Context: an optimization exercise on an open-source flow, tuned for small area. The choices shown serve that exercise and are no tape-out recipe.
Where RTL was checked, it was by simulation tests only, not by an equivalence proof against the original.
No driver is modelled on the clock port, so clock power and skew are understated where the tree is cut down; a real chip needs a root buffer or a tree.
Power and IR drop assume default switching activity.

== v31 ==
==> flow/design.v (excerpt) <==
module sadEngineTop #(
        parameter int ElemWidth = 8
) (
        input  logic Clk,
        input  logic rst,
        input  logic psel,
        input  logic penable,
        input  logic pwrite,
        input  sadPkg::apbAddrT paddr,
        input  sadPkg::apbDataT pwdata,
        output sadPkg::apbDataT prdata
);
        localparam int SumWidth = ElemWidth + 4;
        localparam int VecWidth = sadPkg::NumElems * ElemWidth;
        logic [VecWidth-1:0] stageVec;
        logic [ElemWidth-1:0] stageElem;
        logic [ElemWidth-1:0] windowElem;
        logic [3:0] rdIdx;
        logic cmdWrite;
        logic countWrite;
        logic [SumWidth-1:0] sumNext;
        logic [SumWidth-1:0] lastSad;
        logic [SumWidth-1:0] bestSad;
        sadPkg::frameIndexT bestIdx;
        sadPkg::frameIndexT resultCount;
        sadApbControl #(.ElemWidth(ElemWidth)) uControl (
                .Clk(Clk), .rst(rst),
                .psel(psel), .penable(penable), .pwrite(pwrite),
                .paddr(paddr), .pwdata(pwdata), .prdata(prdata),
                .lastSad(lastSad), .bestSad(bestSad),
                .bestIdx(bestIdx), .resultCount(resultCount),
                .rdIdx(rdIdx), .stageElem(stageElem), .stageVec(stageVec),
                .cmdWrite(cmdWrite), .countWrite(countWrite)
        );
        sadVectorCapture #(.ElemWidth(ElemWidth)) uCapture (
                .Clk(Clk),
                .stageVec(stageVec),
                .windowLoad(cmdWrite && (pwdata[1:0] == sadPkg::kindWindowLoad)),
  ...
make LEC_CHECK=0 CAP_MARGIN=20 CORE_MARGIN=2 CORE_UTILIZATION=40 CTS_BUF_LIST=sky130_fd_sc_hd__clkbuf_16 CTS_CLUSTER_DIAMETER=120 CTS_CLUSTER_SIZE=30 SLEW_MARGIN=20 finish   # period 5.0 ns
run.sh (not shown) runs the stock make flow with config.mk's settings and CLKGATE_MAP_FILE= SYNTH_SCRIPT=/design/flow/synth_recipe.tcl, a recipe that flattens the netlist after the stock synthesis.
The inputs of v4 differ from those of v31 as listed below.
Settings: removing CTS_BUF_LIST (formerly sky130_fd_sc_hd__clkbuf_16); removing CTS_CLUSTER_DIAMETER (formerly 120); removing CTS_CLUSTER_SIZE (formerly 30).
==> comparison <==
- Comparing v4 and v31, critical path depth is lower on v31.
- Per the comparison of v4 with v31, worst hold slack after final layout shows no meaningful change, wire length up 310 um, area fraction of clock buffers and clock inverters now larger.
- Compared with v31, v4 ends up with more cell area.
- Diff v31 -> v4: number of H-tree levels up 1; total power up 1000 uW; share of final-layout standard cells stronger than drive strength 1 up 2.2 points; clock power up about 80%; sequential standard cell area flat.
Relative to v4, the following input files were edited for v47:
Settings: setting CTS_BUF_LIST to sky130_fd_sc_hd__clkbuf_16 for the first time; setting CTS_CLUSTER_SIZE to 30 for the first time; setting CTS_CLUSTER_DIAMETER to 120 for the first time; setting SYNTH_HIERARCHICAL to 1 for the first time.
--- outcome ---
Delta (v47 minus v4): finished layout cell area higher, via count higher, total power consumption of the routed design lower, die outline area higher.
--- input diff v47..v52 ---
Settings: CTS_CLUSTER_DIAMETER no longer set, was 120; CTS_CLUSTER_SIZE no longer set, was 30; GPL_TIMING_DRIVEN now 0, previously not set; SYNTH_HIERARCHICAL no longer set, was 1; CTS_BUF_LIST now sky130_fd_sc_hd__clkbuf_4, was sky130_fd_sc_hd__clkbuf_16.
[summary]
Going from v47 to v52, sequential cell area shows an increase of about 0.9%, switching power total shows an increase of 220 uW, total length of routed wires shows an increase of 3.7%. Higher fraction of area in registers among v52 and v47: v52. v52 has less setup slack than v47.
No functional check of the RTL was part of any run of this note.

---

sadEngineTop, a different RTL version from the one above (not shown whole).
Size: ~320 flip-flops.
==> flow/config.mk <==
export PLATFORM = sky130hd
export DESIGN_NAME = sadEngineTop
export DESIGN_NICKNAME = sadEngineTop
export VERILOG_FILES = /design/flow/design.v
export SDC_FILE = /design/flow/constraint.sdc
export NUM_CORES = 4
export LEC_CHECK = 0
export CAP_MARGIN = 20
export CORE_MARGIN = 2
export CORE_UTILIZATION = 40
export CTS_BUF_LIST = sky130_fd_sc_hd__clkbuf_16
export CTS_CLUSTER_DIAMETER = 120
export CTS_CLUSTER_SIZE = 30
export PLACE_DENSITY = 0.5
export SLEW_MARGIN = 20
==> flow/constraint.sdc <==
create_clock -name core_clock -period 5.0 [get_ports {Clk}]
set_input_delay 1.0000 -clock core_clock [delete_from_list [all_inputs] [get_ports {Clk}]]
set_output_delay 1.0000 -clock core_clock [all_outputs]
set_load 0.01 [all_outputs]
standard.sh (not shown) runs the stock make flow with config.mk's settings and CLKGATE_MAP_FILE= SYNTH_SCRIPT=/design/flow/synth_recipe.tcl, a recipe that flattens the netlist after the stock synthesis.
==> flow/flow/run.sh <==
#!/bin/bash
# Own layout flow: the standard flow, with the synthesis's ABC technology
# mapping run on flow/abc.script instead of ORFS's speed script. Everything
# else (registers, flattening, renaming, floorplan to finish) is the standard.
# Each step's full output goes to a log file of its own in the work folder.
set -euo pipefail
W=$PWD

# The standard synthesis script, with the abc command taking our mapping script
{
  cat <<EOT
proc abc {args} {
  set i [lsearch -exact \$args -script]
  if {\$i >= 0} { set args [lreplace \$args \$i [expr {\$i + 1}] -script $W/flow/abc.script] }
  yosys abc {*}\$args
}
EOT
  cat "$W/synth_recipe.tcl"
} > "$W/flow_synth.tcl"

make -C "$FLOW_HOME" DESIGN_CONFIG="$W/config.mk" WORK_HOME="$W/orfs" CLKGATE_MAP_FILE= \
  SYNTH_SCRIPT="$W/flow_synth.tcl" synth > "$W/synth.log" 2>&1

# Floorplan to finish as the standard flow does it; writes out/final.def.
# Clock tree: the standard clustering, without dummy loads.
export CTS_ARGS="-sink_clustering_enable -repair_clock_nets -sink_clustering_size 32 -sink_clustering_max_diameter 100 -distance_between_buffers 400 -branching_point_buffers_distance 400 -buf_list sky130_fd_sc_hd__clkbuf_16 -dont_use_dummy_load"
# Constant outputs: keep synthesis's single tie cell rather than one per port
export SKIP_REPAIR_TIE_FANOUT=1
# Port buffers: the smallest buffer cell, one per port as the standard flow
export BUFFER_PORTS_ARGS="-buffer_cell sky130_fd_sc_hd__buf_1"
bash "$W/standard.sh" cts > "$W/layout_cts.log" 2>&1

# Clock tree: drop the middle level, so the root buffer drives the leaf
# buffers directly (the port still drives only the root)
CLKTRIM_DB="$W/orfs/results/sky130hd/sadEngineTop/base/4_cts.odb" \
  openroad -no_init -exit "$W/flow/clock_trim.tcl" > "$W/clock_trim.log" 2>&1

# Routing to finish
bash "$W/standard.sh" > "$W/layout.log" 2>&1
Other scripts of this flow, unchanged in this note and not shown: flow/flow/abc.script, flow/flow/clock_trim.tcl
The baseline completed with no timing, DRC or antenna violations.
==> next run, changes <==
--- a/flow/flow/run.sh
+++ b/flow/flow/run.sh
@@ -1,5 +1,10 @@
 #!/bin/bash
-# Own layout flow: the standard flow, with the synthesis's ABC technology
-# mapping run on flow/abc.script instead of ORFS's speed script. Everything
-# else (registers, flattening, renaming, floorplan to finish) is the standard.
+# Own layout flow: the standard flow (standard.sh, ORFS) with these changes:
+# * synthesis is the standard script, but ABC maps the logic with
+#   flow/abc.script (area-oriented) instead of ORFS's speed script; the
+#   registers, flattening and renaming are untouched;
+# * clock tree: clusters of up to 32 flip-flops within 100 um, clkbuf_16
+#   only, no dummy loads, and the tree's middle level removed afterwards;
+# * the constant outputs share synthesis's single tie cell;
+# * port buffers use the smallest buffer cell (one per port, as standard).
 # Each step's full output goes to a log file of its own in the work folder.
@@ -23,8 +28,6 @@
 
-# Floorplan to finish as the standard flow does it; writes out/final.def.
-# Clock tree: the standard clustering, without dummy loads.
+# Floorplan, placement and clock tree as the standard flow does them, with
+# the settings above
 export CTS_ARGS="-sink_clustering_enable -repair_clock_nets -sink_clustering_size 32 -sink_clustering_max_diameter 100 -distance_between_buffers 400 -branching_point_buffers_distance 400 -buf_list sky130_fd_sc_hd__clkbuf_16 -dont_use_dummy_load"
-# Constant outputs: keep synthesis's single tie cell rather than one per port
 export SKIP_REPAIR_TIE_FANOUT=1
-# Port buffers: the smallest buffer cell, one per port as the standard flow
 export BUFFER_PORTS_ARGS="-buffer_cell sky130_fd_sc_hd__buf_1"
@@ -37,3 +40,3 @@
 
-# Routing to finish
+# Routing to finish; standard.sh writes out/final.def
 bash "$W/standard.sh" > "$W/layout.log" 2>&1
--- a/flow/config.mk
+++ b/flow/config.mk
@@ -13,3 +13,3 @@
 export CTS_CLUSTER_SIZE = 30
-export PLACE_DENSITY = 0.5
+export PLACE_DENSITY = 0.7
 export SLEW_MARGIN = 20
After rerunning:
- The new run completed with no timing, DRC or antenna violations
- maximum frequency grows slightly
- setup slack improved by 84 ps
- area after synthesis is unchanged
- power shrinks slightly
- global-route usage shrinks by 1.0 points
- combinational power is about the same
- worst hold slack improved by 24 ps
==> next run, changes <==
==> flow/flow/run.sh (replaced) <==
#!/bin/bash
# Own layout flow: the standard flow, with the synthesis's ABC technology
# mapping run on flow/abc.script instead of ORFS's speed script. Everything
# else (registers, flattening, renaming, floorplan to finish) is the standard.
# Each step's full output goes to a log file of its own in the work folder.
set -euo pipefail
W=$PWD

# The standard synthesis script, with the abc command taking our mapping script
{
  cat <<EOT
proc abc {args} {
  set i [lsearch -exact \$args -script]
  if {\$i >= 0} { set args [lreplace \$args \$i [expr {\$i + 1}] -script $W/flow/abc.script] }
  yosys abc {*}\$args
}
EOT
  cat "$W/synth_recipe.tcl"
} > "$W/flow_synth.tcl"

make -C "$FLOW_HOME" DESIGN_CONFIG="$W/config.mk" WORK_HOME="$W/orfs" CLKGATE_MAP_FILE= \
  SYNTH_SCRIPT="$W/flow_synth.tcl" synth > "$W/synth.log" 2>&1

# Floorplan to finish as the standard flow does it; writes out/final.def.
# Clock tree: the standard clustering, without dummy loads.
export CTS_ARGS="-sink_clustering_enable -repair_clock_nets -sink_clustering_size 32 -sink_clustering_max_diameter 80 -distance_between_buffers 400 -branching_point_buffers_distance 400 -buf_list sky130_fd_sc_hd__clkbuf_16 -dont_use_dummy_load"
# Constant outputs: keep synthesis's single tie cell rather than one per port
export SKIP_REPAIR_TIE_FANOUT=1
# Port buffers: the smallest buffer cell, one per port as the standard flow
export BUFFER_PORTS_ARGS="-buffer_cell sky130_fd_sc_hd__buf_1"
bash "$W/standard.sh" cts > "$W/layout_cts.log" 2>&1

# Clock tree: drop the middle level, so the root buffer drives the leaf
# buffers directly (the port still drives only the root)
CLKTRIM_DB="$W/orfs/results/sky130hd/sadEngineTop/base/4_cts.odb" \
  openroad -no_init -exit "$W/flow/clock_trim.tcl" > "$W/clock_trim.log" 2>&1

# Routing to finish
bash "$W/standard.sh" > "$W/layout.log" 2>&1
--- a/flow/config.mk
+++ b/flow/config.mk
@@ -13,3 +13,2 @@
 export CTS_CLUSTER_SIZE = 30
-export PLACE_DENSITY = 0.7
 export SLEW_MARGIN = 20
Cell count climbs by about 0.33%. Via count fell by 1.2%. Hold slack gets worse by 37 ps. Clock skew rises by 22 ps. Final area is higher by about 0.8%. Worst setup slack degrades by 82 ps. Core utilization rises by 0.37 points. Synthesized area stays the same. Non-clock buffer count grows by 2.

[what the ideal ports hide]
Ports are ideal in the flow. The routed layouts listed here were re-timed in OpenROAD. Step 1 assumes that a clkbuf_16 drives the clock port and a buf_2 every other input. Step 2, shift: input delay + t, output delay - t, t = (earliest + latest rising clock arrival at the registers) / 2. This alone moves slack from input paths to output paths. Three values: no drivers, after step 1, after step 2; two values: the first two.
run	shift t [ns]	slack for setup (ns)	latest minus earliest clock arrival (ns)
v31	0.561	0.203 / 0.203 / 0.203	0.035 / 0.036
v4	0.555	0.297 / 0.297 / 0.297	0.027 / 0.027
v47	0.561	0.230 / 0.230 / 0.230	0.026 / 0.026
v52	0.759	0.172 / 0.172 / 0.172	0.084 / 0.084
the first run of note 2	0.472	0.422 / 0.422 / 0.422	0.029 / 0.029
the second run of note 2	0.461	0.506 / 0.506 / 0.506	0.019 / 0.020
the third run of note 2	0.479	0.423 / 0.423 / 0.423	0.041 / 0.041
After both steps setup and hold are still met in every run listed.
